Context: an optimization exercise on an open-source flow, tuned for small area, a short achievable clock period and few clock cycles per item. The choices shown serve that exercise and are no tape-out recipe.
Only simulation tests tie the RTL to the original design; equivalence was not proved.
Power figures rest on the tool's default switching activity, not on a simulated workload.

## flow/design.v

```verilog
module mips_multicycle #(
    parameter logic [31:0] RESET_PC = 32'h0000_0000,
    parameter int unsigned ADDR_W   = 32,
    parameter int unsigned CNT_W    = 32
) (
    input  logic              clk,
    input  logic              rst,
    output logic              mem_req,
    output logic              mem_we,
    output logic [ADDR_W-1:0] mem_addr,
    output logic [31:0]       mem_wdata,
    input  logic [31:0]       mem_rdata,
    input  logic              mem_ready,
    output logic              halt,
    output logic [CNT_W-1:0]  instr_count
);
    localparam logic [5:0] OpRtype = 6'h00;
    localparam logic [5:0] OpJ     = 6'h02;
    localparam logic [5:0] OpBeq   = 6'h04;
    localparam logic [5:0] OpAddi  = 6'h08;
    localparam logic [5:0] OpLw    = 6'h23;
    localparam logic [5:0] OpSw    = 6'h2b;
    localparam logic [5:0] FnSll = 6'h00;
    localparam logic [5:0] FnAdd = 6'h20;
    localparam logic [5:0] FnSub = 6'h22;
    localparam logic [5:0] FnAnd = 6'h24;
    localparam logic [5:0] FnOr  = 6'h25;
    localparam logic [5:0] FnSlt = 6'h2a;
    logic             halt_q;
    logic [31:0]      na_q;          
    logic [11:2]      yp_q;          
    logic [31:0]      tgt_q;         
    logic             redir_q;       
    logic             m_q;           
    logic             mwe_q;
    logic             wen_q;         
    logic [4:0]       wdst_q;
    logic [CNT_W-1:0] cnt_q;
    logic [31:0]      ri_q;          
    logic [31:0]      rr_q;          
    logic             lx_q, la_q;    
    logic             ki_q, kr_q, kl_q;
    logic             v_e;
    logic [25:0]      imm_e;         
    logic [4:0]       dst_e;
    logic             wr_e;          
    logic             s_imm, s_add, s_sub, s_slt, s_and, s_or, s_sll;
    logic             mem_e, sw_e, beq_e, ill_e;
    logic [31:0]      a_e, b_e;
    logic             dep_e;         
    logic             qa_e, qb_e;    
    logic             fa_e, fb_e;    
    logic             la_e, lb_e;    
    logic [31:0]      rf_q [1:31];
    logic [31:1]      rf_v;          
    logic go, ev, sel_t, sel_n;
    assign sel_t = !m_q && redir_q;
    assign sel_n = !m_q && !redir_q;
    assign go = !halt_q && mem_ready;
    assign ev = v_e && !redir_q;                 
    logic [31:0] res;
    logic lt_r;
    assign lt_r = lx_q ? la_q : rr_q[31];
    assign res = ({32{ki_q}} & ri_q) | ({32{kr_q}} & rr_q) | {31'b0, kl_q & lt_r};
    logic [31:0] sext, sum_i, bx, sum_r, a_f, b_f, oth, btgt;
    logic        eq, taken, misal;
    assign sext  = {{16{imm_e[15]}}, imm_e[15:0]};
    assign sum_i = a_e + sext;
    assign bx    = b_e ^ {32{s_sub}};
    assign sum_r = a_e + bx + {31'b0, s_sub};
    assign a_f   = fa_e ? res : a_e;
    assign b_f   = fb_e ? res : b_e;
    assign eq    = (a_f == b_f);
    assign oth   = ({32{s_and}} & (a_f & b_f)) | ({32{s_or}} & (a_f | b_f)) |
                   ({32{s_sll}} & (b_f << imm_e[10:6]));
    assign misal = (a_e[1:0] + imm_e[1:0]) != 2'b00;
    assign taken = beq_e && eq;
    assign btgt  = {na_q[31:2] + sext[29:0], 2'b00};
    assign mem_req   = !halt_q;
    assign mem_we    = m_q && mwe_q;
    logic [31:0] faddr;
    assign faddr     = redir_q ? tgt_q : na_q;
    assign mem_addr  = ({32{m_q}} & {ri_q[31:2], 2'b00}) | ({32{sel_t}} & tgt_q) |
                       ({32{sel_n}} & na_q);
    assign mem_wdata = tgt_q;
    logic [5:0] op, fn;
    logic [4:0] rs, rt, rd, dst;
    logic       rtype, wr, legal_r, jcap, add_rs, add_rt;
    assign op = mem_rdata[31:26];
    assign fn = mem_rdata[5:0];
    assign rs = mem_rdata[25:21];
    assign rt = mem_rdata[20:16];
    assign rd = mem_rdata[15:11];
    assign rtype   = (op == OpRtype);
    assign legal_r = (fn == FnSll) || (fn == FnAdd) || (fn == FnSub) ||
                     (fn == FnAnd) || (fn == FnOr)  || (fn == FnSlt);
    assign dst    = rtype ? rd : rt;
    assign wr     = (rtype || op == OpAddi || op == OpLw) && (dst != 5'd0);
    assign jcap   = (op == OpJ);
    assign add_rs = (rtype && (fn == FnAdd || fn == FnSub || fn == FnSlt)) || op == OpAddi ||
                    op == OpLw || op == OpSw;
    assign add_rt = rtype && (fn == FnAdd || fn == FnSub || fn == FnSlt);
    logic [31:0] rfw [32];
    assign rfw[0] = 32'h0;
    for (genvar g = 1; g < 32; g++) begin : g_rfw
        assign rfw[g] = rf_q[g];
    end
    logic xw, xl, ma, mb, da, db, wa, wb, va, vb;
    assign xw = ev && wr_e && !mem_e;
    assign xl = ev && wr_e && mem_e;
    assign ma = xw && dst_e == rs;
    assign mb = xw && dst_e == rt;
    assign da = ma && add_rs;
    assign db = mb && add_rt;
    assign wa = wen_q && wdst_q == rs;           
    assign wb = wen_q && wdst_q == rt;
    assign va = rf_v[rs];
    assign vb = rf_v[rt];
    always_ff @(posedge clk) begin
        for (int i = 1; i < 32; i++)
            if (wen_q && wdst_q == 5'(i)) rf_q[i] <= res;
    end
    always_ff @(posedge clk) begin
        if (rst) rf_v <= '0;
        else
            for (int i = 1; i < 32; i++)
                if (wen_q && wdst_q == 5'(i)) rf_v[i] <= 1'b1;
    end
    logic [31:0] inc, pnext;
    assign inc   = {faddr[31:2] + 30'd1, 2'b00};
    assign pnext = jcap ? {inc[31:28], mem_rdata[25:0], 2'b00} : inc;
    always_ff @(posedge clk) begin
        if (rst) begin
            halt_q <= 1'b0;
            na_q   <= RESET_PC;
            m_q    <= 1'b0;
            v_e    <= 1'b0;
            redir_q <= 1'b0;
            dep_e  <= 1'b0;
            wen_q  <= 1'b0;
            cnt_q  <= '0;
        end else if (go) begin
            wen_q <= 1'b0;
            if (m_q) begin
                m_q   <= 1'b0;
                wen_q <= !mwe_q && wdst_q != 5'd0;
                cnt_q <= cnt_q + 1'b1;
                if (mwe_q && ev && ri_q[11:2] == yp_q) begin
                    v_e  <= 1'b0;
                    na_q <= {ri_q[31:2], 2'b00};
                end
            end else if (ev && dep_e) begin
                dep_e <= 1'b0;
            end else begin
                v_e     <= 1'b1;
                redir_q <= 1'b0;
                dep_e   <= da || db;
                na_q    <= pnext;
                if (ev) begin
                    if (ill_e || (mem_e && misal)) begin
                        halt_q <= 1'b1;
                    end else if (mem_e) begin
                        m_q <= 1'b1;
                    end else begin
                        cnt_q <= cnt_q + 1'b1;
                        wen_q <= wr_e;
                        redir_q <= taken;
                    end
                end
            end
        end
    end
    always_ff @(posedge clk) begin
        if (go) begin
            if (m_q) begin
                if (la_e) a_e <= mem_rdata;
                if (lb_e) b_e <= mem_rdata;
                ri_q <= mem_rdata;
                ki_q <= 1'b1;
                kr_q <= 1'b0;
                kl_q <= 1'b0;
            end else if (ev && dep_e) begin
                if (qa_e) a_e <= res;
                if (qb_e) b_e <= res;
                fa_e <= 1'b0;
                fb_e <= 1'b0;
            end else begin
                if (ev) begin
                    ri_q   <= s_imm ? sum_i : oth;
                    rr_q   <= sum_r;
                    lx_q   <= a_e[31] ^ b_e[31];
                    la_q   <= a_e[31];
                    ki_q   <= s_imm || s_and || s_or || s_sll;
                    kr_q   <= (s_add || s_sub) && !s_slt;
                    kl_q   <= s_slt;
                    tgt_q  <= beq_e ? btgt : b_f;
                    mwe_q  <= sw_e;
                    wdst_q <= dst_e;
                end
                yp_q  <= faddr[11:2];
                imm_e <= mem_rdata[25:0];
                dst_e <= dst;
                wr_e  <= wr;
                s_imm <= op == OpAddi || op == OpLw || op == OpSw;
                s_add <= rtype && fn == FnAdd;
                s_sub <= rtype && (fn == FnSub || fn == FnSlt);
                s_slt <= rtype && fn == FnSlt;
                s_and <= rtype && fn == FnAnd;
                s_or  <= rtype && fn == FnOr;
                s_sll <= rtype && fn == FnSll;
                mem_e <= op == OpLw || op == OpSw;
                sw_e  <= op == OpSw;
                beq_e <= op == OpBeq;
                ill_e <= !((rtype && legal_r) || op == OpJ || op == OpBeq || op == OpAddi ||
                           op == OpLw || op == OpSw);
                a_e   <= wa ? res : (va ? rfw[rs] : 32'h0);
                b_e   <= wb ? res : (vb ? rfw[rt] : 32'h0);
                qa_e  <= ma;
                qb_e  <= mb;
                fa_e  <= ma && !(da || db);
                fb_e  <= mb && !(da || db);
                la_e  <= xl && dst_e == rs;
                lb_e  <= xl && dst_e == rt;
            end
        end
    end
    assign halt        = halt_q;
    assign instr_count = cnt_q;
endmodule
```

## flow/run.sh

```bash
#!/bin/bash
# synth_recipe.tcl (not shown) runs the flow's synth.tcl, then flattens the netlist and writes it again
# the make line also repeats each setting of config.mk as NAME=value (left out here)
make -C /OpenROAD-flow-scripts/flow DESIGN_CONFIG=/design/flow/config.mk WORK_HOME=/design/flow/orfs CLKGATE_MAP_FILE= SYNTH_SCRIPT=/design/flow/synth_recipe.tcl finish
```

## flow/config.mk

```make
export PLATFORM = sky130hd
export DESIGN_NAME = mips_multicycle
export DESIGN_NICKNAME = mips_multicycle
export VERILOG_FILES = /design/flow/design.v
export SDC_FILE = /design/flow/constraint.sdc
export NUM_CORES = 4
export LEC_CHECK = 0
export CAP_MARGIN = 20
export CORE_MARGIN = 2
export CORE_UTILIZATION = 45
export CTS_CLUSTER_DIAMETER = 70
export CTS_CLUSTER_SIZE = 20
export PLACE_DENSITY = 0.55
export SETUP_SLACK_MARGIN = 2.5
export SLEW_MARGIN = 20
```

## flow/constraint.sdc

```tcl
create_clock -name core_clock -period 6.0 [get_ports {clk}]
set_input_delay 1.2000 -clock core_clock [delete_from_list [all_inputs] [get_ports {clk}]]
set_output_delay 1.2000 -clock core_clock [all_outputs]
set_load 0.01 [all_outputs]
```

==> results.yml, run 1 <==
cts:
  clock_latency_ns: 0.78
  cts_root_buf: "clkbuf_16"
  cts_buffers: 103
  htree_levels: 3
  cts_sinks: 1311
  clk_pin_slew_ns: 0.09
  tritoncts: "built"
  ctsLongestPathBuffers: 3
  ctsHoldBuffers: 0
finish:
  nets: 5920
  stdcell_count: 7697
  layout-drive-gt1-share: 0.183
  fillCellCount: 12000
  final_cell_mix: "edfxtp_1, nor2_1, buf_4, a22oi_1, a221oi_1"
  design_area_um2: 78100
  area_growth_pct: 19.6
  final_common_cell: "edfxtp_1"
yosys:
  synth.cell_area_um2: 65300
  synthCells: 5337
  yosys_warnings: 3
  async_flop_share: 0
  synth_edf_count: 1212
  yosysSeqAreaShare: 0.588
  synth_fp_nets: 5541
  postSynthAreaPerCell_um2: 12.2
  yosysUniqueCellTypes: 95
  synth_flop_cell: "edfxtp_1"
  ys_seq_elements: 1311
routing:
  drtAntennaViolNets: 0
  viasPerCell: 7.47
  dr.pass1.iters: 13
  vias: 57500
  post_drt_wl_per_cell_um: 42.6
  drt_wl_total_mm: 328
  drt_iter0_drc: 11900
  drc: 0
power_and_ir_drop:
  ir_drop_mv: 0.245
  power_density_nw_per_um2: 263
  power_leakage_nw: 27.1
flow_run:
  cap_violations: 0
grt:
  grt_use_total: 0.431
  grt_max_degree: 59
  grt_pass1_wl_mm: 440
  grt_pass1_vias: 53400
  grt_overflow: 0
  grt_antenna_before_repair: 11
sta:
  rsz0062_at_grt: "true"
  tns_ns: 0
  fin_crit_sh: 0.601
  skew_ns: 0.0757
  worstMarginPinSlew_ns: 1.24
  finalCriticalPeriod_ns: 3.60
  hold_viol_final: 0
  setup_viol: 0
  maxSlewViolCount: 0
  slew-limit-headroom: 0.173
  fmax_mhz: 277
place:
  place_hpwl_mm: 207
  port_buffers: 133
  dp_cells: 7307
  gpl.final_weighted_congestion: 1.02
  dpl_cell_area_um2: 71000
min_path:
  hp-class: "reg -> reg"
  min-delay-start: "sw_e"
  hold_end: "mwe_q"
  holdPathStages: 0
floorplanning:
  die_w_um: 385
  core_area_um2: 144000
  die_area_um2: 148000
  ios: 134
  rows: 139
  initial_core_util: 0.454
  fp.dieH_um: 385
setup_path:
  timing.rr.end: "rr_q[30]"
  crit_path_max_fanout: 4
  worstSetupStartpointType: "register"
  reg2reg_depth: 12
  endpoint_kind: "register"
  crit_type: "reg -> reg"
  crit_required_ns: 6.53
  r2r_start: "b_e[0]"
  arrival_ns: 4.13
  rrSetupSlack_ns: 2.40
status:
  status: "finished clean"
## worst max-delay path by stage
| stage | cells past startpoint | from | slack [ns] | endpoint |
|---|---|---|---|---|
| after floorplan | 3 | mem_ready | 1.81 | la_q |
| after global placement | 10 | mem_rdata[24] | 0.64 | a_e[23] |
| after detailed placement | 9 | mem_rdata[20] | 0.69 | b_e[27] |
| after CTS | 4 | redir_q | 2.36 | mem_addr[22] |
| after global routing | 14 | s_sub | 2.35 | rr_q[30] |
| final | 12 | b_e[0] | 2.40 | rr_q[30] |
## per-stage QoR
stage | power (mW) | setup WS (ns) | hold slack [ns] | util
after floorplan | 11.9 | 1.81 | 0.400 | -
after global placement | 12.8 | 0.643 | 0.408 | 0.492
after detailed placement | 12.9 | 0.690 | 0.407 | 0.494
after CTS | 20.2 | 2.36 | 0.428 | 0.533
after global routing | 21.0 | 2.35 | 0.464 | 0.543
final | 20.5 | 2.40 | 0.427 | 0.543
## registers in the layout, summed over array words and instances (netlist names), 10 cells and up
name   count
a_e       32
b_e       32
cnt_q     32
imm_e     16
na_q      30
rf_q     992
rf_v      31
ri_q      32
rr_q      32
tgt_q     32
yp_q      10
## layout make-up
type	instances	area, µm²	share of cell area
Antenna cell	3	7.51	0.0000962
Clock buffer	109	2620	0.0336
Clock inverter	71	942	0.0121
Inverter	150	584	0.00749
Multi-Input combinational cell	3525	26900	0.344
Sequential cell	1311	38400	0.492
Tap cell	1903	2380	0.0305
Timing Repair Buffer	624	6280	0.0804
Timing Repair inverter	1	5.00	0.0000641
## worst max-delay path, cell delays in order (launching register included)
cell and delay [ns]:
edfxtp_1 0.57, mux2i_4 0.28, fa_2 0.38, nand2b_4 0.17, a21oi_4 0.18, o211ai_1 0.10
buf_4 0.17, a2111oi_4 0.38, o31a_1 0.34, a311oi_4 0.18, o311ai_1 0.31, a21oi_1 0.13
xnor2_1 0.14
## routing by layer
layer | routed length (µm) | global-route usage | part of all wire | vias up
met5 | 356 | 0.00260 | 0.0011 | -
met4 | 29500 | 0.302 | 0.090 | 28
met3 | 47300 | 0.154 | 0.14 | 1652
met2 | 136000 | 0.629 | 0.42 | 5631
met1 | 114000 | 0.531 | 0.35 | 28000
li1 | - | - | - | 22200
## cell families after synthesis
| family | after synthesis | share of synthesized area |
|---|---|---|
| mux | 211 | 0.0361 |
| xor+xnor | 193 | 0.0260 |
| fa+ha+maj | 169 | 0.0327 |
| buf+inv | 502 | 0.0297 |
| simple gates | 1184 | 0.0869 |
| compound gates | 1767 | 0.201 |
| flops | 1311 | 0.588 |
## repair_timing
action | CTS | global route
pin swaps | 32 | 50
gates cloned | 7 | 3
endpoints found under the setup margin | 153 | 112
buffers inserted | 112 | 79
gates resized for setup | 289 | 156
## synthesized netlist by cell type, types with 7 or more instances
cell | count | area [µm²]
buf_2 | 31 | 155
a21o_1 | 41 | 308
a2111oi_0 | 7 | 61.3
o22ai_1 | 10 | 62.6
inv_1 | 146 | 548
a211oi_1 | 58 | 435
a22o_1 | 289 | 2530
nand3b_1 | 7 | 52.6
clkbuf_1 | 274 | 1030
o31ai_1 | 7 | 52.6
ha_1 | 166 | 2080
xor2_1 | 94 | 823
a32o_1 | 13 | 130
nand2b_1 | 44 | 275
and3_1 | 28 | 175
mux2_2 | 46 | 518
o21a_1 | 27 | 203
dfxtp_1 | 99 | 1980
a31oi_1 | 15 | 93.8
nand3_1 | 90 | 450
o221ai_1 | 11 | 96.3
mux4_2 | 15 | 338
nand4_1 | 154 | 963
nor4_1 | 23 | 144
a21oi_1 | 301 | 1510
nor2b_1 | 16 | 100
nor3_1 | 81 | 405
or3_1 | 10 | 62.6
nor2_1 | 486 | 1820
a21boi_0 | 13 | 97.6
buf_1 | 44 | 165
a22oi_1 | 336 | 2520
a222oi_1 | 30 | 300
or2_2 | 9 | 56.3
and2_1 | 13 | 81.3
o2bb2ai_1 | 21 | 184
o211ai_1 | 33 | 248
a221oi_1 | 324 | 2840
o21bai_1 | 16 | 120
o21ai_0 | 160 | 801
nand2_1 | 191 | 717
xnor2_1 | 98 | 858
edfxtp_1 | 1212 | 36400
mux2i_1 | 150 | 1500
## report_power, final
| group | leakage [nW] | internal [mW] | total, mW | switching (mW) |
|---|---|---|---|---|
| Sequential | 11.9 | 10.2 | 10.3 | 0.134 |
| Combinational | 13.5 | 0.976 | 2.72 | 1.75 |
| Clock | 1.74 | 3.59 | 7.47 | 3.89 |
Testbench counts, summed over its fixed seeds: cycles 81,651, instrs 60,900.
==> inputs of run 2 (changes only) <==
--- a/flow/config.mk
+++ b/flow/config.mk
@@ -9,7 +9,7 @@
 export CORE_MARGIN = 2
-export CORE_UTILIZATION = 45
+export CORE_UTILIZATION = 50
 export CTS_CLUSTER_DIAMETER = 70
 export CTS_CLUSTER_SIZE = 20
-export PLACE_DENSITY = 0.55
-export SETUP_SLACK_MARGIN = 2.5
+export PLACE_DENSITY = 0.6
+export SETUP_SLACK_MARGIN = 2.8
 export SLEW_MARGIN = 20
==> run 2 against run 1 <==
First-iteration DRC count up 15%. Final cell count hardly changed. Sequential share of layout area decreased by 1.5 points. Sequential power is essentially flat. Clock skew is 0.031 ns lower. Largest power group unchanged.
==> results.yml, run 2 <==
setup_path:
  arrival_ns: 4.01
  max_stage_delay_ns: 0.42
  worst_path_max_delay_cell: "edfxtp_1"
  rrSetupSlack_ns: 2.47
  crit_path_max_fanout: 7
  crit_type: "reg -> reg"
  path_cells: "buf_12 > xor2_2 > inv_1 > fa_2 > nand2b_4 > a21oi_4 > o211ai_1 > buf_4 > a2111oi_4 > o31a_1 > a311oi_4 > o311ai_2 > a21oi_1 > xnor2_1"
  crit_required_ns: 6.48
  endpoint_kind: "register"
  worstSetupStartpointType: "register"
sta:
  slew-limit-headroom: 0.102
  fmax_mhz: 284
  rsz0062_at_grt: "true"
  fin_ws_ns: 2.47
  finalCriticalPeriod_ns: 3.53
  tns_ns: 0
  maxSlewViolCount: 0
  hold_viol_final: 0
  fin_crit_sh: 0.588
  skew_ns: 0.0449
  worstMarginPinSlew_ns: 1.34
  setup_viol: 0
routing:
  post_drt_wl_per_cell_um: 42.6
  dr.pass1.iters: 12
  drt_wl_total_mm: 328
  vias: 59300
  drt_iter0_drc: 13800
  drc: 0
  viasPerCell: 7.71
  drtAntennaViolNets: 0
yosys:
  synthCells: 5337
  synth_top_area_share: 0.558
  ys_seq_elements: 1311
  synth_common_cells: "edfxtp_1, nor2_1, a22oi_1"
  yosysSeqAreaShare: 0.588
  yosys_warnings: 3
  synth_flop_cell: "edfxtp_1"
  post-synth-top-count-cell: "edfxtp_1"
  synth_top_cell_by_area: "edfxtp_1"
  yosysUniqueCellTypes: 95
  synth.cell_area_um2: 65300
  synth_area_leaders: "edfxtp_1, a221oi_1, a22o_1, a22oi_1, ha_1"
  synth_edf_count: 1212
  async_flop_share: 0
  postSynthAreaPerCell_um2: 12.2
  synth_fp_nets: 5541
finish:
  final_cell_mix: "edfxtp_1, buf_4, nor2_1, a22oi_1, a221oi_1"
  area_growth_pct: 23.4
  layout-drive-gt1-share: 0.233
  final_common_cell: "edfxtp_1"
  largest_register: "rf_q"
  largest_register_ff_count: 992
  nets: 6077
floorplanning:
  core_area_um2: 129000
  fp.dieH_um: 365
  die_w_um: 365
  ios: 134
  initial_core_util: 0.504
  rows: 132
  die_area_um2: 133000
place:
  port_buffers: 133
  preCtsSetupSlack_ns: 0.614
  gpl.final_weighted_congestion: 1.03
  place_hpwl_mm: 194
cts:
  cts_root_buf: "clkbuf_16"
  htree_levels: 3
  tritoncts: "built"
  ctsHoldBuffers: 0
  cts_buffers: 97
  ctsLongestPathBuffers: 3
  cts_sinks: 1311
  clk_pin_slew_ns: 0.09
  clock_latency_ns: 0.76
grt:
  grt_antenna_before_repair: 12
  grt_use_met2: 0.674
  use_met3: 0.202
  grt_overflow: 0
  grt_pass1_wl_mm: 433
  grt.busiest_layer: "met2"
  grtUsageMet1: 0.566
  grt_max_degree: 88
  grt_use_total: 0.473
  grt_pass1_vias: 54100
power_and_ir_drop:
  power_density_nw_per_um2: 251
  power_leakage_nw: 28.2
  ir_drop_mv: 0.224
status:
  status: "finished clean"
flow_run:
  cap_violations: 0
min_path:
  hp-class: "reg -> reg"
==> run 2: changes by cell type in the layout (fill, tap and decap cells not counted), moves of 16 or more <==
cell     delta
buf_12     +31
o21ai_0    -19
buf_4      +97
ha_1       -19
buf_6      +35
a21oi_1    -16
inv_1      -18
==> run 2: kinds of logic (layout without fill, tap and decap cells) <==
| family | after synthesis | in the layout | synth area share |
|---|---|---|---|
| fa+ha+maj | 169 | 169 | 0.0327 |
| mux | 211 | 211 | 0.0361 |
| buf+inv | 502 | 1103 | 0.0297 |
| xor+xnor | 193 | 193 | 0.0260 |
| flops | 1311 | 1311 | 0.588 |
| compound gates | 1767 | 1767 | 0.201 |
| other cells | 0 | 10 | 0 |
| simple gates | 1184 | 1185 | 0.0869 |
==> run 2: per-stage QoR <==
stage	cell area (µm²)	power, mW	hold slack [ns]	util	std cells
finish	80500	20.2	0.456	0.622	7691
global route	80500	20.7	0.459	0.622	7684
CTS	78000	19.8	0.452	0.602	7534
detailed placement	70400	12.8	0.431	0.544	7097
global placement	70400	12.8	0.402	0.543	7096
floorplan	65700	11.9	0.400	-	5337
==> run 2: cell type report <==
type	instances	area (µm²)
flip-flops and latches	1311	38400
repair inverters	2	13.8
clock buffers	106	2550
fillers	10000	49000
repair buffers	786	8260
multi-input cells	3525	27900
inverters	150	613
clock inverters	59	607
diodes	10	25.0
well taps	1742	2180
==> run 2: per-layer routing <==
layer,routed length [µm],share of wire,vias to the layer above
li1,-,-,22500
met1,107000,0.33,28300
met2,132000,0.40,6417
met3,54000,0.16,2064
met4,34500,0.11,16
met5,472,0.0014,-
==> run 2: timing repair <==
action,in CTS,in global routing
pin swaps,120,99
resized for setup,554,254
gates cloned,15,13
buffers inserted,257,129
setup endpoints to repair,365,199
==> run 2: worst max-delay path: cells and delay by family, from the launching register on <==
kind / cells / cell delay (ns)
AO/OA/AOI/OAI: 7 / 1.63
XOR/XNOR: 2 / 0.31
adder cells (fa/ha/maj): 1 / 0.34
buffers and inverters: 3 / 0.40
flip-flops: 1 / 0.42
AND/OR/NAND/NOR: 1 / 0.16
==> run 2: worst paths after layout <==
kind          from  cells after the start  endpoint
max          s_sub                     14  rr_q[30]
min           sw_e                      0     mwe_q
max reg2reg  s_sub                     14  rr_q[30]
min reg2reg   sw_e                      0     mwe_q
==> run 2: power by group <==
part | switching [mW] | internal (mW)
Sequential | 0.145 | 10.2
Combinational | 1.88 | 1.18
Clock | 3.62 | 3.24
Total | 5.65 | 14.6
==> inputs of run 3 (changes only) <==
--- a/flow/config.mk
+++ b/flow/config.mk
@@ -12,4 +12,4 @@
 export CTS_CLUSTER_SIZE = 20
-export PLACE_DENSITY = 0.6
-export SETUP_SLACK_MARGIN = 2.8
+export PLACE_DENSITY = 0.65
+export SETUP_SLACK_MARGIN = 2.7
 export SLEW_MARGIN = 20
==> run 3 against run 2 <==
Fmax down 0.74%. Clock skew up 0.011 ns. Critical path depth unchanged. Largest cell class unchanged. Clock power up 3.8%. Register-to-register slack worse by 0.03 ns.
==> results.yml, run 3 <==
setup_path:
  crit_required_ns: 6.53
  crit_type: "reg -> reg"
  endpoint_kind: "register"
  crit_path_max_fanout: 3
  worstSetupStartpointType: "register"
  arrival_ns: 4.08
sta:
  skew_ns: 0.0556
  slew-limit-headroom: 0.137
  finalCriticalPeriod_ns: 3.55
  maxSlewViolCount: 0
  worstMarginPinSlew_ns: 1.29
  setup_viol: 0
  rsz0062_at_grt: "true"
  tns_ns: 0
  fin_crit_sh: 0.592
  fmax_mhz: 281
  hold_viol_final: 0
power_and_ir_drop:
  seq_power_share: 0.505
  comb_power_share: 0.146
  totalPowerFinal_mw: 20.4
  ir_drop_mv: 0.278
  switching_share: 0.279
  power_leakage_nw: 27.6
  internal-power_mw: 14.7
  power_density_nw_per_um2: 257
  p_sw_mw: 5.70
  pwr-share-clk: 0.349
yosys:
  synth_top_area_share: 0.558
  ys_seq_elements: 1311
  synth_fp_nets: 5541
  synth_edf_count: 1212
  synth.cell_area_um2: 65300
  synth_common_cells: "edfxtp_1, nor2_1, a22oi_1"
  synth_top_cell_by_area: "edfxtp_1"
  async_flop_share: 0
  yosys_warnings: 3
  synth_area_leaders: "edfxtp_1, a221oi_1, a22o_1, a22oi_1, ha_1"
  synthCells: 5337
  post-synth-top-count-cell: "edfxtp_1"
  postSynthAreaPerCell_um2: 12.2
  yosysSeqAreaShare: 0.588
  yosysUniqueCellTypes: 95
  synth_flop_cell: "edfxtp_1"
grt:
  grt_pass1_wl_mm: 433
  grt_overflow: 0
  grt_antenna_before_repair: 18
  grt_use_total: 0.469
  grt_max_degree: 59
  grt_pass1_vias: 54900
routing:
  vias: 59900
  drt_iter0_drc: 14300
  drtAntennaViolNets: 0
  drc: 0
  post_drt_wl_per_cell_um: 42.2
  drt_wl_total_mm: 322
  dr.pass1.iters: 22
  viasPerCell: 7.86
place:
  place_hpwl_mm: 191
  dp_cells: 7087
  port_buffers: 133
  gpl.final_weighted_congestion: 1.06
finish:
  area_growth_pct: 21.6
  nets: 5999
  largest_register_ff_count: 992
  final_cell_mix: "edfxtp_1, buf_4, nor2_1, a22oi_1, a221oi_1"
  layout-drive-gt1-share: 0.215
  stdcell_count: 7615
  largest_register: "rf_q"
  final_common_cell: "edfxtp_1"
floorplanning:
  ios: 134
  rows: 132
  fp.dieH_um: 365
  die_area_um2: 133000
  initial_core_util: 0.504
  die_w_um: 365
  core_area_um2: 129000
cts:
  cts_sinks: 1311
  htree_levels: 3
  cts_root_buf: "clkbuf_16"
  clk_pin_slew_ns: 0.08
  ctsLongestPathBuffers: 3
  ctsHoldBuffers: 0
  tritoncts: "built"
  cts_buffers: 100
  clock_latency_ns: 0.80
min_path:
  hp-class: "reg -> reg"
status:
  status: "finished clean"
flow_run:
  cap_violations: 0
-- run 3: final cells by class --
cell class                      instances  area [µm²]
Antenna cell                           10        25.0
Clock buffer                          112        2640
Clock inverter                         58         686
Fill cell                            9958       50100
Inverter                              150         602
Multi-Input combinational cell       3527       27800
Sequential cell                      1311       38400
Tap cell                             1742        2180
Timing Repair Buffer                  700        7030
Timing Repair inverter                  5        28.8
-- run 3: timing repair --
item,in CTS,in global routing
setup buffers,220,107
pin swaps,111,81
gates cloned,15,3
setup endpoints to repair,178,182
gates resized for setup,511,215
-- run 3: worst paths after layout --
| check | startpoint | end | slack (ns) | cells after the start |
|---|---|---|---|---|
| hold / removal | sw_e | mwe_q | 0.43 | 0 |
| hold reg to reg | sw_e | mwe_q | 0.43 | 0 |
| setup reg to reg | b_e[3] | rr_q[24] | 2.45 | 14 |
| setup / recovery | b_e[3] | rr_q[24] | 2.45 | 14 |
-- run 3: through the flow --
step / hold slack [ns] / utilization / cell area, µm² / worst slack [ns]
floorplan: 0.400 / - / 65600 / 1.81
global placement: 0.401 / 0.542 / 70200 / 0.681
detailed placement: 0.414 / 0.543 / 70300 / 0.721
CTS: 0.433 / 0.598 / 77500 / 2.46
global route: 0.443 / 0.613 / 79400 / 2.36
finish: 0.429 / 0.613 / 79400 / 2.45
-- run 3: cell families (layout without fill, tap and decap cells) --
family                   Yosys count  count (layout)  synth area share
AO/OA/AOI/OAI                   1767            1767             0.201
flip-flops                      1311            1311             0.588
AND/OR/NAND/NOR                 1184            1187            0.0869
buffers and inverters            502            1025            0.0297
multiplexers                     211             211            0.0361
XOR/XNOR                         193             193            0.0260
adder cells (fa/ha/maj)          169             169            0.0327
other                              0              10                 0
-- run 3: critical path, cell delays in order, from the launching register on --
cell and delay (ns):
edfxtp_1 0.61, xor2_2 0.25, ha_1 0.33, o211ai_1 0.28, a21oi_4 0.07, o211ai_1 0.21, buf_4 0.20, a2111oi_4 0.07
o31a_1 0.37, a311oi_4 0.32, buf_6 0.18, buf_6 0.11, o21bai_4 0.06, a21oi_2 0.16, xnor2_1 0.08
-- run 3: power by group through the flow --
stage	Clock, mW	Combinational, mW	Sequential, mW
after global routing	7.40	3.08	10.3
after detailed placement	0	2.29	10.5
after floorplan	0	1.44	10.4
after CTS	7.06	2.60	10.3
after global placement	0	2.27	10.5
final	7.12	2.98	10.3
-- run 3: metal layers --
| metal | part of all wire | wire, µm | vias up | GRT usage |
|---|---|---|---|---|
| met3 | 0.17 | 56200 | 2314 | 0.226 |
| met5 | 0.0026 | 835 | - | 0.0240 |
| li1 | - | - | 22300 | - |
| met4 | 0.11 | 34400 | 49 | 0.353 |
| met1 | 0.32 | 103000 | 28300 | 0.557 |
| met2 | 0.39 | 127000 | 6847 | 0.652 |
==> inputs of run 4 (changes only) <==
--- a/flow/design.v
+++ b/flow/design.v
@@ -55,5 +55,4 @@
     logic [31:1]      rf_v;          
-    logic go, ev, sel_t, sel_n;
-    assign sel_t = !m_q && redir_q;
-    assign sel_n = !m_q && !redir_q;
+    logic go, ev;
+    logic sel_t, sel_n;                          
     assign go = !halt_q && mem_ready;
@@ -138,2 +137,4 @@
             redir_q <= 1'b0;
+            sel_t  <= 1'b0;
+            sel_n  <= 1'b1;
             dep_e  <= 1'b0;
@@ -145,2 +146,4 @@
                 m_q   <= 1'b0;
+                sel_t <= 1'b0;
+                sel_n <= 1'b1;
                 wen_q <= !mwe_q && wdst_q != 5'd0;
@@ -156,2 +159,4 @@
                 redir_q <= 1'b0;
+                sel_t   <= 1'b0;
+                sel_n   <= 1'b1;
                 dep_e   <= da || db;
@@ -162,3 +167,4 @@
                     end else if (mem_e) begin
-                        m_q <= 1'b1;
+                        m_q   <= 1'b1;
+                        sel_n <= 1'b0;
                     end else begin
@@ -167,2 +173,4 @@
                         redir_q <= taken;
+                        sel_t   <= taken;
+                        sel_n   <= !taken;
                     end
--- a/flow/config.mk
+++ b/flow/config.mk
@@ -9,7 +9,7 @@
 export CORE_MARGIN = 2
-export CORE_UTILIZATION = 50
+export CORE_UTILIZATION = 40
 export CTS_CLUSTER_DIAMETER = 70
 export CTS_CLUSTER_SIZE = 20
-export PLACE_DENSITY = 0.65
-export SETUP_SLACK_MARGIN = 2.7
+export PLACE_DENSITY = 0.5
+export SETUP_SLACK_MARGIN = 2.8
 export SLEW_MARGIN = 20
==> run 4 against run 3 <==
Final cell count up 5.9%. Synthesized cell count decreased by 1.7%. Sequential share of layout area fell by 1.4 points. Cell area is 3.1% higher. Global-route usage down 6.5 points. Critical path type unchanged. Highest routed layer unchanged.
==> results.yml, run 4 <==
floorplanning:
  fp.dieH_um: 408
  die_w_um: 408
  rows: 148
  ios: 134
  die_area_um2: 166000
  core_area_um2: 162000
  initial_core_util: 0.402
sta:
  finalCriticalPeriod_ns: 3.66
  rsz0062_at_grt: "true"
  maxSlewViolCount: 0
  fmax_mhz: 273
  worstMarginPinSlew_ns: 1.28
  fin_crit_sh: 0.610
  slew-limit-headroom: 0.146
  hold_viol_final: 0
  whs_ns: 0.423
  tns_ns: 0
  skew_ns: 0.0516
  setup_viol: 0
power_and_ir_drop:
  comb_power_share: 0.159
  pwr-share-clk: 0.357
  internal-power_mw: 15.2
  totalPowerFinal_mw: 21.5
  ir_drop_mv: 0.270
  power_leakage_nw: 28.4
  p_sw_mw: 6.27
  switching_share: 0.292
  power_density_nw_per_um2: 263
  seq_power_share: 0.484
place:
  port_buffers: 133
  gpl.final_weighted_congestion: 0.989
  dp_cells: 7462
  dpl_cell_area_um2: 71400
  place_hpwl_mm: 212
grt:
  grt_pass1_wl_mm: 465
  grt_antenna_before_repair: 16
  grt_use_total: 0.404
  grt_overflow: 0
  grt_pass1_vias: 54400
  grt_max_degree: 57
yosys:
  yosys_warnings: 3
  yosysSeqAreaShare: 0.589
  synth_top_family_by_area: "compound AO/OA/AOI/OAI gates"
  synth_top_cell_by_area: "edfxtp_1"
  synthXorXnorAreaFrac: 0.0271
  synthCells: 5245
  post-synth-top-count-cell: "edfxtp_1"
  synth_compound_area_frac: 0.213
  synth_flop_cell: "edfxtp_1"
  synth_edf_count: 1212
  synth_area_leaders: "edfxtp_1, a221oi_1, a22o_1, ha_1, dfxtp_1"
  synth_fp_nets: 5449
  yosysUniqueCellTypes: 85
  postSynthAreaPerCell_um2: 12.4
  async_flop_share: 0
  synthMuxAreaShare: 0.0341
  synth_top_area_share: 0.558
  synth_fa_ha_area_frac: 0.0327
  ys_seq_elements: 1313
  synth.cell_area_um2: 65300
  synthSimpleGateAreaFrac: 0.0745
  synth_common_cells: "edfxtp_1, a221oi_1, a22o_1"
cts:
  cts_sinks: 1313
  clock_latency_ns: 0.79
  clk_pin_slew_ns: 0.08
  ctsLongestPathBuffers: 3
  htree_levels: 3
  cts_root_buf: "clkbuf_16"
  ctsHoldBuffers: 0
  tritoncts: "built"
  cts_buffers: 108
routing:
  drt_iter0_drc: 11200
  drc: 0
  viasPerCell: 7.26
  post_drt_wl_per_cell_um: 43.9
  drt_wl_total_mm: 354
  dr.pass1.iters: 11
  vias: 58500
  drtAntennaViolNets: 0
flow_run:
  cap_violations: 0
finish:
  layout-drive-gt1-share: 0.244
  final_common_cell: "edfxtp_1"
  nets: 6001
  final_cell_mix: "edfxtp_1, buf_4, a22o_1, a221oi_1, a21oi_1"
  largest_register_ff_count: 992
  area_growth_pct: 25.4
  largest_register: "rf_q"
  stdcell_count: 8066
  design_area_um2: 81900
  fillCellCount: 14000
status:
  status: "finished clean"
min_path:
  hp-class: "reg -> reg"
setup_path:
  crit_path_max_fanout: 3
  endpoint_kind: "register"
  crit_type: "reg -> reg"
  crit_required_ns: 6.50
  worstSetupStartpointType: "register"
  arrival_ns: 4.16
-- run 4: timing repair --
action | in CTS | in global routing
setup buffers | 255 | 118
gates resized for setup | 423 | 366
pin swaps | 136 | 152
setup endpoints to repair | 365 | 152
cloned | 9 | 18
-- run 4: through the flow --
step	util	worst slack, ns
6_report	0.504	2.34
5_1_grt	0.504	2.31
4_1_cts	0.487	2.39
3_5_place_dp	0.439	0.797
3_3_place_gp	0.438	0.881
2_1_floorplan	-	2.52
-- run 4: cell families after synthesis --
group                    after synthesis
multiplexers                         181
AO/OA/AOI/OAI                       1834
buffers and inverters                520
XOR/XNOR                             202
AND/OR/NAND/NOR                     1026
flip-flops                          1313
adder cells (fa/ha/maj)              169
-- run 4: cell type report --
class | instances | area, µm² | area share
flip-flops and latches | 1313 | 38400 | 0.469
multi-input cells | 3413 | 27900 | 0.341
repair buffers | 796 | 8410 | 0.103
clock buffers | 122 | 2820 | 0.0344
well taps | 2175 | 2720 | 0.0332
clock inverters | 75 | 883 | 0.0108
inverters | 165 | 672 | 0.00821
diodes | 7 | 17.5 | 0.000214
-- run 4: final timing paths --
| kind | startpoint | end | slack, ns | depth (start not counted) |
|---|---|---|---|---|
| min | sw_e | mwe_q | 0.42 | 0 |
| min reg2reg | sw_e | mwe_q | 0.42 | 0 |
| max reg2reg | b_e[8] | rr_q[31] | 2.34 | 11 |
| max | b_e[8] | rr_q[31] | 2.34 | 11 |
-- run 4: power by group through the flow --
| stage | registers (mW) | clock network (mW) | logic (mW) |
|---|---|---|---|
| global route | 10.4 | 8.03 | 3.55 |
| floorplan | 10.5 | 0 | 1.57 |
| CTS | 10.4 | 7.71 | 2.91 |
| global placement | 10.6 | 0 | 2.52 |
| detailed placement | 10.6 | 0 | 2.54 |
| finish | 10.4 | 7.68 | 3.41 |
-- run 4: layer usage --
layer  share of wire  track usage
met1            0.34        0.482
met2            0.42        0.608
met3            0.14        0.149
met4           0.091        0.275
met5         0.00038      0.00259
-- run 4: critical path: stages (launching register included) --
cell and delay [ns]:
edfxtp_1 0.62, xor2_2 0.25, ha_1 0.33, a21o_1 0.22
a21oi_4 0.20, o221ai_4 0.15, o31a_1 0.37, a221o_1 0.41
a41o_1 0.26, a221o_1 0.35, a21oi_2 0.13, xnor2_1 0.08
Testbench counts of run 4, summed over its fixed seeds: cycles 81,651, instrs 60,900.
==> inputs of run 5 (changes only) <==
--- a/flow/design.v
+++ b/flow/design.v
@@ -40,4 +40,5 @@
     logic [31:0]      rr_q;          
+    logic [31:0]      rd_q;          
     logic             lx_q, la_q;    
-    logic             ki_q, kr_q, kl_q;
+    logic             ki_q, kr_q, kd_q, kl_q;
     logic             v_e;
@@ -55,4 +56,5 @@
     logic [31:1]      rf_v;          
-    logic go, ev;
-    logic sel_t, sel_n;                          
+    logic go, ev, sel_t, sel_n;
+    assign sel_t = !m_q && redir_q;
+    assign sel_n = !m_q && !redir_q;
     assign go = !halt_q && mem_ready;
@@ -61,5 +63,6 @@
     logic lt_r;
-    assign lt_r = lx_q ? la_q : rr_q[31];
-    assign res = ({32{ki_q}} & ri_q) | ({32{kr_q}} & rr_q) | {31'b0, kl_q & lt_r};
-    logic [31:0] sext, sum_i, bx, sum_r, a_f, b_f, oth, btgt;
+    assign lt_r = lx_q ? la_q : rd_q[31];
+    assign res = ({32{ki_q}} & ri_q) | ({32{kr_q}} & rr_q) | ({32{kd_q}} & rd_q) |
+                 {31'b0, kl_q & lt_r};
+    logic [31:0] sext, sum_i, sum_r, dif_r, a_f, b_f, oth, btgt;
     logic        eq, taken, misal;
@@ -67,4 +70,4 @@
     assign sum_i = a_e + sext;
-    assign bx    = b_e ^ {32{s_sub}};
-    assign sum_r = a_e + bx + {31'b0, s_sub};
+    assign sum_r = a_e + b_e;
+    assign dif_r = a_e - b_e;
     assign a_f   = fa_e ? res : a_e;
@@ -137,4 +140,2 @@
             redir_q <= 1'b0;
-            sel_t  <= 1'b0;
-            sel_n  <= 1'b1;
             dep_e  <= 1'b0;
@@ -146,4 +147,2 @@
                 m_q   <= 1'b0;
-                sel_t <= 1'b0;
-                sel_n <= 1'b1;
                 wen_q <= !mwe_q && wdst_q != 5'd0;
@@ -159,4 +158,2 @@
                 redir_q <= 1'b0;
-                sel_t   <= 1'b0;
-                sel_n   <= 1'b1;
                 dep_e   <= da || db;
@@ -167,4 +164,3 @@
                     end else if (mem_e) begin
-                        m_q   <= 1'b1;
-                        sel_n <= 1'b0;
+                        m_q <= 1'b1;
                     end else begin
@@ -173,4 +169,2 @@
                         redir_q <= taken;
-                        sel_t   <= taken;
-                        sel_n   <= !taken;
                     end
@@ -188,2 +182,3 @@
                 kr_q <= 1'b0;
+                kd_q <= 1'b0;
                 kl_q <= 1'b0;
@@ -198,2 +193,3 @@
                     rr_q   <= sum_r;
+                    rd_q   <= dif_r;
                     lx_q   <= a_e[31] ^ b_e[31];
@@ -201,3 +197,4 @@
                     ki_q   <= s_imm || s_and || s_or || s_sll;
-                    kr_q   <= (s_add || s_sub) && !s_slt;
+                    kr_q   <= s_add;
+                    kd_q   <= s_sub && !s_slt;
                     kl_q   <= s_slt;
==> run 5 against run 4 <==
Still clean. Critical path depth increased by 6. Sequential power about the same. Critical path type unchanged. Register-to-register slack got worse by 0.08 ns. Clock skew decreased by 0.0068 ns. Highest routed layer unchanged. Via count increased by 4.8%. Synthesized area increased by 3.4%. Combinational power decreased by 7.3%. Die area increased by 3.3%. Global-route usage increased by 1.4 points. Cell area increased by 4.8%. Fmax decreased by 2.1%.
==> results.yml, run 5 <==
place:
  place_hpwl_mm: 228
  port_buffers: 133
  preCtsSetupSlack_ns: 0.367
  gpl.final_weighted_congestion: 0.985
setup_path:
  path_cells: "buf_6 > buf_6 > buf_6 > buf_6 > ha_4 > buf_4 > a211oi_4 > o21bai_2 > a2111o_1 > buf_6 > buf_6 > a31o_2 > o21a_1 > nor2_2 > o21ai_0 > xnor2_1 > a211oi_1"
  critPathBufInv: 7
  worst_path_max_delay_cell: "edfxtp_1"
  worstSetupStartpointType: "register"
  arrival_ns: 4.22
  cpMostUsedCell: "buf_6"
  rrSetupSlack_ns: 2.26
  crit_type: "reg -> reg"
  cp_top_family: "compound AO/OA/AOI/OAI gates"
  crit_path_max_fanout: 3
  crit_required_ns: 6.48
  max_stage_delay_ns: 0.52
  endpoint_kind: "register"
yosys:
  synth_top_area_share: 0.554
  synth_fp_nets: 5759
  synthXorXnorAreaFrac: 0.0258
  synthSimpleGateAreaFrac: 0.0814
  synth_area_leaders: "edfxtp_1, a221oi_1, a22o_1, ha_1, dfxtp_1"
  synthCells: 5522
  yosysSeqAreaShare: 0.583
  synth_top_family_by_area: "compound AO/OA/AOI/OAI gates"
  postSynthAreaPerCell_um2: 12.2
  yosys_warnings: 3
  synth.cell_area_um2: 67500
  ys_seq_elements: 1343
  synth_edf_count: 1244
  async_flop_share: 0
  yosysUniqueCellTypes: 85
  synth_fa_ha_area_frac: 0.0379
  synth_compound_area_frac: 0.209
  synthMuxAreaShare: 0.0288
  synth_common_cells: "edfxtp_1, nor2_1, a221oi_1"
  post-synth-top-count-cell: "edfxtp_1"
  synth_flop_cell: "edfxtp_1"
  synth_top_cell_by_area: "edfxtp_1"
routing:
  drt_wl_total_mm: 373
  vias: 61300
  drtAntennaViolNets: 0
  post_drt_wl_per_cell_um: 44.0
  viasPerCell: 7.22
  dr.pass1.iters: 11
  drt_iter0_drc: 12400
  drc: 0
finish:
  final_cell_mix: "edfxtp_1, buf_4, nor2_1, a22o_1, a221oi_1"
  largest_register: "rf_q"
  layout-drive-gt1-share: 0.267
  area_growth_pct: 27.1
  final_common_cell: "edfxtp_1"
  largest_register_ff_count: 992
  nets: 6424
floorplanning:
  rows: 150
  fp.dieH_um: 415
  die_area_um2: 172000
  initial_core_util: 0.403
  ios: 134
  die_w_um: 415
  core_area_um2: 167000
sta:
  finalCriticalPeriod_ns: 3.74
  tns_ns: 0
  hold_viol_final: 0
  rsz0062_at_grt: "true"
  fin_crit_sh: 0.623
  fin_ws_ns: 2.26
  setup_viol: 0
  maxSlewViolCount: 0
  worstMarginPinSlew_ns: 1.24
  slew-limit-headroom: 0.174
  fmax_mhz: 267
  skew_ns: 0.0448
cts:
  ctsLongestPathBuffers: 3
  cts_buffers: 110
  clk_pin_slew_ns: 0.09
  clock_latency_ns: 0.80
  cts_sinks: 1343
  tritoncts: "built"
  cts_root_buf: "clkbuf_16"
  ctsHoldBuffers: 0
  htree_levels: 3
grt:
  grt_overflow: 0
  grt_antenna_before_repair: 23
  grt_pass1_wl_mm: 496
  grt_pass1_vias: 57300
  grt_max_degree: 73
  grt_use_total: 0.418
status:
  status: "finished clean"
power_and_ir_drop:
  power_density_nw_per_um2: 250
  power_leakage_nw: 29.8
  ir_drop_mv: 0.242
min_path:
  hp-class: "reg -> reg"
flow_run:
  cap_violations: 0
==> run 5: final timing paths <==
check / start / endpoint / cells after the start
setup / recovery: a_e[0] / ri_q[17] / 17
hold / removal: sw_e / mwe_q / 0
setup reg to reg: a_e[0] / ri_q[17] / 17
hold reg to reg: sw_e / mwe_q / 0
==> run 5: layer usage <==
metal | GRT usage | wire, µm | up-vias
met1 | 0.532 | 136000 | 30400
met4 | 0.273 | 31300 | 28
li1 | - | - | 23500
met5 | 0.00472 | 254 | -
met3 | 0.142 | 51600 | 1664
met2 | 0.605 | 154000 | 5727
==> run 5: logic make-up after synthesis <==
group | count (synthesis)
xor+xnor | 199
buf+inv | 583
compound gates | 1875
fa+ha+maj | 202
flops | 1343
mux | 152
simple gates | 1168
==> run 5: report_power, final <==
group | internal, mW | leakage (nW) | switching, mW
Clock | 3.75 | 1.76 | 3.99
Combinational | 1.21 | 16.0 | 1.95
Sequential | 10.4 | 12.1 | 0.132
==> run 5: through the flow <==
stage | cells | area, µm² | power [mW] | hold slack [ns] | utilization
floorplan | 5522 | 67900 | 12.1 | 0.400 | -
global placement | 7747 | 73400 | 13.1 | 0.406 | 0.438
detailed placement | 7753 | 73500 | 13.1 | 0.408 | 0.439
CTS | 8334 | 83200 | 21.1 | 0.424 | 0.497
global route | 8478 | 85700 | 21.9 | 0.433 | 0.512
finish | 8490 | 85800 | 21.5 | 0.426 | 0.512
==> run 5: timing repair <==
item | 4_1_cts | 5_1_grt
resized for setup | 702 | 304
endpoints found under the hold margin | 0 | 0
pin swaps | 212 | 207
buffers inserted | 363 | 135
cloned | 23 | 2
endpoints found under the setup margin | 487 | 244
==> run 5: cell type report <==
| class | instances | area (µm²) |
|---|---|---|
| repair buffers | 916 | 9280 |
| multi-input cells | 3596 | 29800 |
| fillers | 14500 | 81600 |
| well taps | 2204 | 2760 |
| repair inverters | 3 | 15.0 |
| inverters | 217 | 902 |
| clock inverters | 74 | 841 |
| clock buffers | 121 | 2820 |
| diodes | 16 | 40.0 |
| flip-flops and latches | 1343 | 39300 |
Testbench counts of run 5, summed over its fixed seeds: cycles 81,651, instrs 60,900.

what the ideal ports hide:
Ports are ideal in the flow. The routed layouts listed here were re-timed in OpenROAD.
Step 1 sets driving cells, clkbuf_16 on the clock port and buf_2 on the other inputs (assumed; they add their load-dependent delay and slew).
Step 2, shift: input delay + t, output delay - t, t = (earliest + latest rising clock arrival at the registers) / 2. This alone moves slack from input paths to output paths.
Three values: ideal ports, drivers, drivers and shift; two values: the first two.
run | t (ns) | setup slack, ns | slew at the worst register clock pin (ns) | worst slew at a driven data input, ns | cell pins on the clock port's net
run 1 | 0.829 | 2.395 / 2.389 / 1.652 | 0.09 / 0.09 | 0.07 | 1
run 2 | 0.814 | 2.473 / 2.473 / 1.927 | 0.09 / 0.09 | 0.13 | 1
run 3 | 0.847 | 2.447 / 2.384 / 1.794 | 0.09 / 0.09 | 0.05 | 1
run 4 | 0.850 | 2.339 / 2.339 / 1.921 | 0.09 / 0.09 | 0.06 | 1
run 5 | 0.861 | 2.259 / 2.259 / 1.729 | 0.09 / 0.09 | 0.26 | 1
After both steps every run listed still meets setup and hold. The setup slack of run 1, which loses most, moves by -0.006 ns with the drivers and by -0.743 ns with both steps.
